This is an optimization exercise on Yosys and OpenROAD, whose aim is small area and a short achievable clock period, not a production implementation. At most, simulation tests tie the RTL to the original design; equivalence was not proved.

==> build 36 <==
// bnn_neuron_top
module bnn_neuron_top (
	input  wire                      clk,
	input  wire                      rstn,
	input  wire                      wr_en,
	input  bnn_pkg::store_sel_t      wr_sel,
	input  bnn_pkg::entry_addr_t     wr_addr,
	input  bnn_pkg::vec_t            wr_data,
	input  wire                      sample,
	input  bnn_pkg::entry_addr_t     addr,
	input  wire                      acc_clear,
	output bnn_pkg::acc_t            pre_activation,
	output logic                     fire
);
==> module threshold_accumulator, before the edit <==
module threshold_accumulator (
	input  wire                      clk,
	input  wire                      rstn,
	input  wire [7:0]                row0,
	input  wire [7:0]                row1,
	input  wire [7:0]                row2,
	input  wire [8-1:0]   wr_oh2,
	input  wire [8-1:0]   wr_oh1,
	input  wire                      sample,
	input  bnn_pkg::entry_addr_t     addr,
	input  bnn_pkg::acc_t            thr,
	input  wire                      acc_clear,
	output bnn_pkg::acc_t            pre_activation,
	output logic                     fire
);
	localparam int E = 8;
	logic [7:0] cnt_mem [E];
	logic [7:0] cnt_sum;
	logic [7:0] cnt_last;
	assign cnt_sum = row0 + row1 + row2;
	always_ff @(posedge clk) begin
		for (int e = 0; e < E; e++) begin
			if (wr_oh2[e]) begin
				cnt_mem[e] <= cnt_sum;
			end
		end
		cnt_last <= cnt_sum;
	end
	logic                  smp_v0;
	bnn_pkg::entry_addr_t  smp_addr0;
	logic                  smp_v1;
	logic [7:0]            cnt_rd;
	logic                  hit_row;
	logic                  hit_last;
	bnn_pkg::acc_t         thr1;
	always_ff @(posedge clk) begin
		smp_v0    <= sample && !rstn;
		smp_addr0 <= addr;
		smp_v1    <= smp_v0 && !rstn;
		cnt_rd    <= cnt_mem[smp_addr0];
		hit_row   <= wr_oh1[smp_addr0];
		hit_last  <= wr_oh2[smp_addr0];
		thr1      <= thr;
	end
	logic [7:0] cnt_add;
	bnn_pkg::acc_t acc_next;
	assign cnt_add = hit_row ? cnt_sum : (hit_last ? cnt_last : cnt_rd);
	assign acc_next = pre_activation + bnn_pkg::acc_t'(cnt_add);
	logic [7:0] pre_lo;
	logic [7:0] pre_hi;
	logic [7:0] pre_hi_inc;
	logic [7:0] thr_lo;
	logic [7:0] thr_hi;
	logic [9:0] lo_bound0;
	logic [9:0] lo_bound1;
	logic [9:0] cnt_ext;
	logic       carry_lo;
	logic       lo_gt0;
	logic       lo_gt1;
	logic       fire_next;
	assign pre_lo     = pre_activation[7:0];
	assign pre_hi     = pre_activation[15:8];
	assign pre_hi_inc = pre_hi + 8'd1;
	assign thr_lo     = thr1[7:0];
	assign thr_hi     = thr1[15:8];
	assign lo_bound0  = 10'd256 + {2'b00, thr_lo} - {2'b00, pre_lo};
	assign lo_bound1  = lo_bound0 + 10'd256;
	assign cnt_ext    = 10'd256 + {2'b00, cnt_add};
	assign carry_lo   = cnt_add > ~pre_lo;
	assign lo_gt0     = cnt_ext > lo_bound0;
	assign lo_gt1     = cnt_ext > lo_bound1;
	assign fire_next = carry_lo ?
		(pre_hi_inc > thr_hi || (pre_hi_inc == thr_hi && lo_gt1)) :
		(pre_hi > thr_hi || (pre_hi == thr_hi && lo_gt0));
	always_ff @(posedge clk) begin
		if (rstn || acc_clear) begin
			pre_activation <= '0;
			fire <= 1'b0;
		end else if (smp_v1) begin
			pre_activation <= acc_next;
			fire <= fire_next;
		end
	end
endmodule
clock: 8.0 ns
lec_check: 0
abc_clock_period_in_ps: 3000
cap_margin: 20
core_margin: 2
core_utilization: 40
setup_slack_margin: 5.0
slew_margin: 20
tns_end_percent: 100
run.sh (not shown) runs the stock make flow with config.mk's settings and CLKGATE_MAP_FILE= SYNTH_SCRIPT=/design/flow/synth_recipe.tcl, a recipe that flattens the netlist after the stock synthesis.
==> trial 13 (differences from build 36) <==
--- a/flow/design.v
+++ b/flow/design.v
@@ -444,43 +444,22 @@
 		hit_last  <= wr_oh2[smp_addr0];
 		thr1      <= thr;
 	end
-	logic [7:0] cnt_add;
+	logic [7:0] op0;
+	logic [7:0] op1;
+	logic [7:0] op2;
 	bnn_pkg::acc_t acc_next;
-	assign cnt_add = hit_row ? cnt_sum : (hit_last ? cnt_last : cnt_rd);
-	assign acc_next = pre_activation + bnn_pkg::acc_t'(cnt_add);
-	logic [7:0] pre_lo;
-	logic [7:0] pre_hi;
-	logic [7:0] pre_hi_inc;
-	logic [7:0] thr_lo;
-	logic [7:0] thr_hi;
-	logic [9:0] lo_bound0;
-	logic [9:0] lo_bound1;
-	logic [9:0] cnt_ext;
-	logic       carry_lo;
-	logic       lo_gt0;
-	logic       lo_gt1;
-	logic       fire_next;
-	assign pre_lo     = pre_activation[7:0];
-	assign pre_hi     = pre_activation[15:8];
-	assign pre_hi_inc = pre_hi + 8'd1;
-	assign thr_lo     = thr1[7:0];
-	assign thr_hi     = thr1[15:8];
-	assign lo_bound0  = 10'd256 + {2'b00, thr_lo} - {2'b00, pre_lo};
-	assign lo_bound1  = lo_bound0 + 10'd256;
-	assign cnt_ext    = 10'd256 + {2'b00, cnt_add};
-	assign carry_lo   = cnt_add > ~pre_lo;
-	assign lo_gt0     = cnt_ext > lo_bound0;
-	assign lo_gt1     = cnt_ext > lo_bound1;
-	assign fire_next = carry_lo ?
-		(pre_hi_inc > thr_hi || (pre_hi_inc == thr_hi && lo_gt1)) :
-		(pre_hi > thr_hi || (pre_hi == thr_hi && lo_gt0));
+	assign op0 = hit_row ? row0 : (hit_last ? cnt_last : cnt_rd);
+	assign op1 = hit_row ? row1 : '0;
+	assign op2 = hit_row ? row2 : '0;
+	assign acc_next = pre_activation + bnn_pkg::acc_t'(op0) + bnn_pkg::acc_t'(op1) +
+		bnn_pkg::acc_t'(op2);
 	always_ff @(posedge clk) begin
 		if (rstn || acc_clear) begin
 			pre_activation <= '0;
 			fire <= 1'b0;
 		end else if (smp_v1) begin
 			pre_activation <= acc_next;
-			fire <= fire_next;
+			fire <= acc_next > thr1;
 		end
 	end
 endmodule
- ABC_CLOCK_PERIOD_IN_PS: 3000 -> unset
- SETUP_SLACK_MARGIN: 5.0 -> unset
- TNS_END_PERCENT: 100 -> unset
==> build 12 (differences from build 36) <==
--- a/flow/design.v
+++ b/flow/design.v
@@ -444,10 +444,19 @@
 		hit_last  <= wr_oh2[smp_addr0];
 		thr1      <= thr;
 	end
-	logic [7:0] cnt_add;
+	logic [7:0] cnt_old;
+	assign cnt_old = hit_last ? cnt_last : cnt_rd;
+	function automatic logic [16-1:0] add_count(input logic [16-1:0] sum,
+			input logic use_rows, input logic [7:0] r0, input logic [7:0] r1,
+			input logic [7:0] r2, input logic [7:0] c_old);
+		logic [16-1:0] s_old;
+		logic [16-1:0] s_row;
+		s_old = sum + bnn_pkg::acc_t'(c_old);
+		s_row = sum + bnn_pkg::acc_t'(r0) + bnn_pkg::acc_t'(r1) + bnn_pkg::acc_t'(r2);
+		add_count = use_rows ? s_row : s_old;
+	endfunction
 	bnn_pkg::acc_t acc_next;
-	assign cnt_add = hit_row ? cnt_sum : (hit_last ? cnt_last : cnt_rd);
-	assign acc_next = pre_activation + bnn_pkg::acc_t'(cnt_add);
+	assign acc_next = add_count(pre_activation, hit_row, row0, row1, row2, cnt_old);
 	logic [7:0] pre_lo;
 	logic [7:0] pre_hi;
 	logic [7:0] pre_hi_inc;
@@ -455,11 +464,10 @@
 	logic [7:0] thr_hi;
 	logic [9:0] lo_bound0;
 	logic [9:0] lo_bound1;
-	logic [9:0] cnt_ext;
-	logic       carry_lo;
-	logic       lo_gt0;
-	logic       lo_gt1;
-	logic       fire_next;
+	logic       gt_hi0;
+	logic       gt_hi1;
+	logic       eq_hi0;
+	logic       eq_hi1;
 	assign pre_lo     = pre_activation[7:0];
 	assign pre_hi     = pre_activation[15:8];
 	assign pre_hi_inc = pre_hi + 8'd1;
@@ -467,13 +475,29 @@
 	assign thr_hi     = thr1[15:8];
 	assign lo_bound0  = 10'd256 + {2'b00, thr_lo} - {2'b00, pre_lo};
 	assign lo_bound1  = lo_bound0 + 10'd256;
-	assign cnt_ext    = 10'd256 + {2'b00, cnt_add};
-	assign carry_lo   = cnt_add > ~pre_lo;
-	assign lo_gt0     = cnt_ext > lo_bound0;
-	assign lo_gt1     = cnt_ext > lo_bound1;
-	assign fire_next = carry_lo ?
-		(pre_hi_inc > thr_hi || (pre_hi_inc == thr_hi && lo_gt1)) :
-		(pre_hi > thr_hi || (pre_hi == thr_hi && lo_gt0));
+	assign gt_hi0     = pre_hi > thr_hi;
+	assign gt_hi1     = pre_hi_inc > thr_hi;
+	assign eq_hi0     = pre_hi == thr_hi;
+	assign eq_hi1     = pre_hi_inc == thr_hi;
+	function automatic logic fire_for(input logic [7:0] c, input logic [7:0] p_lo,
+			input logic [9:0] b0, input logic [9:0] b1, input logic g0, input logic g1,
+			input logic e0, input logic e1);
+		logic [9:0] c_ext;
+		c_ext = 10'd256 + {2'b00, c};
+		if (c > ~p_lo) begin
+			fire_for = g1 || (e1 && c_ext > b1);
+		end else begin
+			fire_for = g0 || (e0 && c_ext > b0);
+		end
+	endfunction
+	logic fire_old;
+	logic fire_row;
+	logic fire_next;
+	assign fire_old  = fire_for(cnt_old, pre_lo, lo_bound0, lo_bound1, gt_hi0, gt_hi1,
+		eq_hi0, eq_hi1);
+	assign fire_row  = fire_for(cnt_sum, pre_lo, lo_bound0, lo_bound1, gt_hi0, gt_hi1,
+		eq_hi0, eq_hi1);
+	assign fire_next = hit_row ? fire_row : fire_old;
 	always_ff @(posedge clk) begin
 		if (rstn || acc_clear) begin
 			pre_activation <= '0;
==> flow/flow/run.sh (new file) <==
#!/bin/bash
# Standard layout, with two changes:
# - synthesis uses no full/half adder cells. The flow's extract_fa step maps
#   the carry-save popcount tree and the adders onto sky130 fa/ha cells,
#   whose sum output is slow; left as plain gates, ABC maps them to faster
#   xor/and-or logic. Registers are unchanged.
# - every port still gets its own buffer, but a plain buf_2 in place of the
#   delay buffer that buffer_ports picks by default (resizing may upsize it).
set -u
cfg="${FLOW_CONFIG:-config.mk}"
cp standard.sh standard.sh.txt
printf '\n# no adder cells\nexport ADDER_MAP_FILE =\n' >> "$cfg"
printf '# plain port buffers\nexport BUFFER_PORTS_ARGS = -buffer_cell sky130_fd_sc_hd__buf_2\n' >> "$cfg"
bash standard.sh > standard.log 2>&1
status=$?
echo "standard.sh exit $status"
exit $status
==> flow/standard.sh (new file) <==
#!/bin/bash
# synth_recipe.tcl (not shown) runs the flow's synth.tcl, then flattens the netlist and writes it again
# the make line also repeats each setting of config.mk as NAME=value (left out here)
make -C /OpenROAD-flow-scripts/flow DESIGN_CONFIG=/design/flow/config.mk WORK_HOME=/design/flow/orfs CLKGATE_MAP_FILE= SYNTH_SCRIPT=/design/flow/synth_recipe.tcl "${@:-finish}"
- BUFFER_PORTS_ARGS: unset -> -buffer_cell sky130_fd_sc_hd__buf_2
- CTS_CLUSTER_DIAMETER: unset -> 100
- CTS_CLUSTER_SIZE: unset -> 30
removed: flow/run.sh
==> out/results.ini <==
[placed_design]
dp_hpwl_mm = 126

[sta]
holdWs_ns = 0.330

[power_and_ir_drop]
pg_comb_mw = 4.57

[critical_path]
crit_slowest_cell = or3b_4

[run_status]
status = finished clean

[synth]
synthTopCellsByCount = edfxtp_1 (2,240), a22oi_1 (1,037), nand4_1 (264)

[floorplanning]
die_h_um = 480

[layout]
num-nonclk-inverters = 56

# the run above: build 12

==> out/results.ini <==
[sta]
holdWs_ns = 0.324

[critical_path]
crit_slowest_cell = dfxtp_1

[layout]
num-nonclk-inverters = 165

[synth]
synthTopCellsByCount = edfxtp_1 (2,240), a22oi_1 (1,029), nand4_1 (264)

[run_status]
status = finished clean

[placed_design]
dp_hpwl_mm = 113

# the run above: trial 13

==> out/results.ini <==
[synth]
synthTopCellsByCount = edfxtp_1 (2,240), a22oi_1 (1,028), nand4_1 (264)

[run]
maxCapViolations = 0

[floorplanning]
fp-row-count = 172

[run_status]
status = finished clean

[sta]
holdWs_ns = 0.327

[placed_design]
dp_hpwl_mm = 118

# the run above: build 36

The RTL of build 36 was laid out without a check of its function.

-- re-timing with driven ports --
How much do the figures lean on ideal ports? The routed layouts below were timed once more, with nothing changed but the port constraints. Step 1: set_driving_cell puts a clkbuf_16 on clk and a buf_2 on each other input, an assumption about the parent block. Step 2 adds t to the input delays and takes it off the output delays; t is the mean of the earliest and latest rising clock arrival at the registers after step 1. Input paths then give back, and output paths get back, about the clock's delay inside the block. Slacks: no drivers / after step 1 / after step 2; pairs: no drivers / after step 1.
run	t, ns	setup WS [ns]	hold slack, ns	clock arrival spread, ns	pins driven straight from the clock port
build 36	0.946	4.686 / 4.686 / 4.046	0.327 / 0.327 / 0.327	0.092 / 0.093	1
trial 13	0.941	3.477 / 3.477 / 3.161	0.324 / 0.324 / 0.324	0.106 / 0.105	1
build 12	0.869	4.877 / 4.942 / 4.073	0.330 / 0.330 / 0.330	0.074 / 0.074	1
After both steps every run listed still meets setup and hold. For build 12, which loses most, drivers alone change the setup slack by +0.065 ns; drivers and shift together by -0.804 ns.
